Context: an optimization exercise on an open-source flow, tuned for small area, a short achievable clock period and few clock cycles per item. The choices shown serve that exercise and are no tape-out recipe. The RTL was checked by simulation tests, not by an equivalence proof against the original design. Power and IR drop assume default switching activity.

## set_intersection_dedup
module set_intersection_dedup (
  input  logic        clk,
  input  logic        rst,
  input  logic        start,
  output logic        busy,
  input  logic [1:0]  opcode,
  input  logic signed [31:0] value,
  output logic        strobe,
  output logic signed [31:0] common_value,
  output logic        last,
  output logic        none_found,
  output logic        overflow
);
clock: 5.0 ns
lec_check: 0
cap_margin: 20
core_margin: 2
core_utilization: 40
cts_cluster_diameter: 60
cts_cluster_size: 20
setup_slack_margin: 2.6
slew_margin: 40
standard.sh (not shown) runs the stock make flow with config.mk's settings and CLKGATE_MAP_FILE= SYNTH_SCRIPT=/design/flow/synth_recipe.tcl, a recipe that flattens the netlist after the stock synthesis.
==> flow/flow/run.sh <==
#!/bin/bash
# Standard layout; clock tree synthesis gets the sink clustering of config.mk
# (20 sinks, 60 um) and is told not to add dummy loads.
set -o pipefail
export CTS_ARGS="-sink_clustering_enable -repair_clock_nets -sink_clustering_size 20 -sink_clustering_max_diameter 60 -dont_use_dummy_load"
bash standard.sh > standard.log 2>&1
The baseline finished with timing, DRC and antenna clean.
Testbench counts at the start, summed over its fixed seeds: cycles 9,133, runs 256.
==> next run, changes <==
==> flow/run.sh (new file) <==
#!/bin/bash
# synth_recipe.tcl (not shown) runs the flow's synth.tcl, then flattens the netlist and writes it again
# the make line also repeats each setting of config.mk as NAME=value (left out here)
make -C /OpenROAD-flow-scripts/flow DESIGN_CONFIG=/design/flow/config.mk WORK_HOME=/design/flow/orfs CLKGATE_MAP_FILE= SYNTH_SCRIPT=/design/flow/synth_recipe.tcl finish
CTS_CLUSTER_DIAMETER = default   (was 60)
CTS_CLUSTER_SIZE = default   (was 20)
SLEW_MARGIN = 20   (was 40)
removed: flow/flow/run.sh
removed: flow/standard.sh
Final cell count grows by a few percent.
First-iteration DRC count rises by a few percent.
Wire length rose slightly.
Sequential share of layout area decreases by 2.0 points.
Die area is unchanged.
Design area increases by a few percent.
Clock power went up by well over a third.
==> next run, changes <==
==> flow/flow/run.sh (new file) <==
#!/bin/bash
# Standard layout, with clock tree synthesis told not to add dummy loads.
set -o pipefail
export CTS_ARGS="-sink_clustering_enable -repair_clock_nets -dont_use_dummy_load"
bash standard.sh > standard.log 2>&1
==> flow/standard.sh (new file) <==
#!/bin/bash
# synth_recipe.tcl (not shown) runs the flow's synth.tcl, then flattens the netlist and writes it again
# the make line also repeats each setting of config.mk as NAME=value (left out here)
make -C /OpenROAD-flow-scripts/flow DESIGN_CONFIG=/design/flow/config.mk WORK_HOME=/design/flow/orfs CLKGATE_MAP_FILE= SYNTH_SCRIPT=/design/flow/synth_recipe.tcl "${@:-finish}"
removed: flow/run.sh
What happened: The new run passed the timing, DRC and antenna checks. Design area came out lower by 1.9%. Power went down by 7.4%. First-iteration DRC count came out lower by 5.9%. Via count drops by 0.76%. Sequential share of layout area rose by 1.1 points. Area after synthesis does not change. Synthesized cell count stays the same. Fmax went down by 3.2%. Non-clock buffer count does not change. Routed wire length hardly moves. Sequential power is about the same.
==> next run, changes <==
==> flow/run.sh (new file) <==
#!/bin/bash
# synth_recipe.tcl (not shown) runs the flow's synth.tcl, then flattens the netlist and writes it again
# the make line also repeats each setting of config.mk as NAME=value (left out here)
make -C /OpenROAD-flow-scripts/flow DESIGN_CONFIG=/design/flow/config.mk WORK_HOME=/design/flow/orfs CLKGATE_MAP_FILE= SYNTH_SCRIPT=/design/flow/synth_recipe.tcl finish
CTS_CLUSTER_DIAMETER = 60   (was default)
CTS_CLUSTER_SIZE = 20   (was default)
removed: flow/flow/run.sh
removed: flow/standard.sh
What happened:
- register-to-register slack gets worse by 0.03 ns
- synthesized cell count stays the same
- global-route usage barely changes
- non-clock buffer count does not change
- design area is about the same

---

Another version of the RTL of set_intersection_dedup (not shown whole).
For scale: ~7,500 cells after synthesis, ~74 I/O pins, roughly 0.11 mm^2 of cells after synthesis.
clock: 5.0 ns
lec_check: 0
cap_margin: 20
core_margin: 2
core_utilization: 55
setup_slack_margin: 2.6
slew_margin: 20
run.sh (not shown) runs the stock make flow with config.mk's settings and CLKGATE_MAP_FILE= SYNTH_SCRIPT=/design/flow/synth_recipe.tcl, a recipe that flattens the netlist after the stock synthesis.
Stock flow here: none of the scripts above is used.
Testbench counts at the start, summed over its fixed seeds: cycles 9,133, runs 256.
Then changed:
- CORE_UTILIZATION: 55 -> 40
- The changed run passed the timing, DRC and antenna checks
- design area goes up by 1.3%
- routed wire length goes down by 0.53%
- critical path depth goes up by 3
- synthesized area does not change
- global-route usage goes down by 12 points

---

Another version of the RTL of set_intersection_dedup (not shown whole).
For scale: roughly 7500 cells after synthesis, about 2500 flip-flops, ~110000 sq um of cells after synthesis.
## set_intersection_dedup
module set_intersection_dedup (
  input  logic        clk,
  input  logic        rst,
  input  logic        start,
  output logic        busy,
  input  logic [1:0]  opcode,
  input  logic signed [31:0] value,
  output logic        strobe,
  output logic signed [31:0] common_value,
  output logic        last,
  output logic        none_found,
  output logic        overflow
);
  localparam int N = 32;
  localparam int W = 32;
  logic         v1;
  logic [1:0]   op1;
  logic [W-1:0] val1;
  logic         s2_first;    
  logic         s2_second;   
  logic         s2_comp;     
  logic         s2_fk;       
  logic         s2_sk;       
  logic [W-1:0] val2;
  logic [N-1:0] fm2l, fm2h;   
  logic [N-1:0] sm2l, sm2h;   
  logic         eq2;         
  logic         y_newf;      
  logic         y_ins;       
  logic         y_news;      
  logic         y_comp;      
  logic [W-1:0] fmem [N];
  logic [W-1:0] smem [N];
  logic [N-1:0] fvalid;      
  logic [N-1:0] svalid;      
  logic [N-1:0] fhit;
  ...
make LEC_CHECK=0 CAP_MARGIN=20 CORE_MARGIN=2 CORE_UTILIZATION=40 CTS_CLUSTER_DIAMETER=60 CTS_CLUSTER_SIZE=20 SETUP_SLACK_MARGIN=2.6 SLEW_MARGIN=20 finish   # period 5.0 ns
The first run finished clean.
Testbench counts at the start, summed over its fixed seeds: cycles 9,133, runs 256.
Then changed:
- CTS_CLUSTER_DIAMETER: 60 -> unset
- CTS_CLUSTER_SIZE: 20 -> unset
What happened: The new run produced a clean layout; final cell count rises slightly; via count rises slightly; global-route usage rises by 0.12 points; sequential share of layout area falls by 1.3 points; non-clock buffer count falls by 3.

separate check: timing with driven ports:
Ports are ideal in the flow. The routed layouts listed here were re-timed in OpenROAD.
Step 1 sets driving cells, clkbuf_16 on the clock port and buf_2 on the other inputs (assumed; they add their load-dependent delay and slew).
Step 2 also shifts input and output timing later by t, the mid clock arrival at the registers, as if the neighbouring blocks saw the same clock.
Slacks: ideal / step 1 / step 2; pairs: ideal / step 1.
run	t (ns)	setup WS [ns]	hold WS [ns]	clock arrival spread, ns	worst data-port slew with drivers (ns)
the first run of note 1	0.957	2.492 / 2.492 / 1.937	0.378 / 0.378 / 0.378	0.111 / 0.111	0.11
the second run of note 1	0.996	2.522 / 2.468 / 1.902	0.371 / 0.371 / 0.371	0.066 / 0.066	0.12
the third run of note 1	0.972	2.439 / 2.439 / 1.875	0.377 / 0.377 / 0.377	0.101 / 0.102	0.13
the fourth run of note 1	0.982	2.409 / 2.409 / 1.931	0.372 / 0.372 / 0.372	0.078 / 0.078	0.13
the first run of note 2	1.014	2.426 / 2.426 / 2.124	0.350 / 0.350 / 0.350	0.060 / 0.061	0.04
the second run of note 2	0.938	2.428 / 2.428 / 2.304	0.369 / 0.369 / 0.369	0.102 / 0.102	0.05
the first run of note 3	0.965	2.403 / 2.403 / 1.842	0.356 / 0.356 / 0.356	0.123 / 0.123	0.07
the second run of note 3	0.929	2.382 / 2.382 / 1.830	0.349 / 0.349 / 0.349	0.085 / 0.085	0.07
After both steps setup and hold are still met in every run listed. The setup slack of the second run of note 1, which loses most, moves by -0.054 ns with the drivers and by -0.620 ns with both steps.
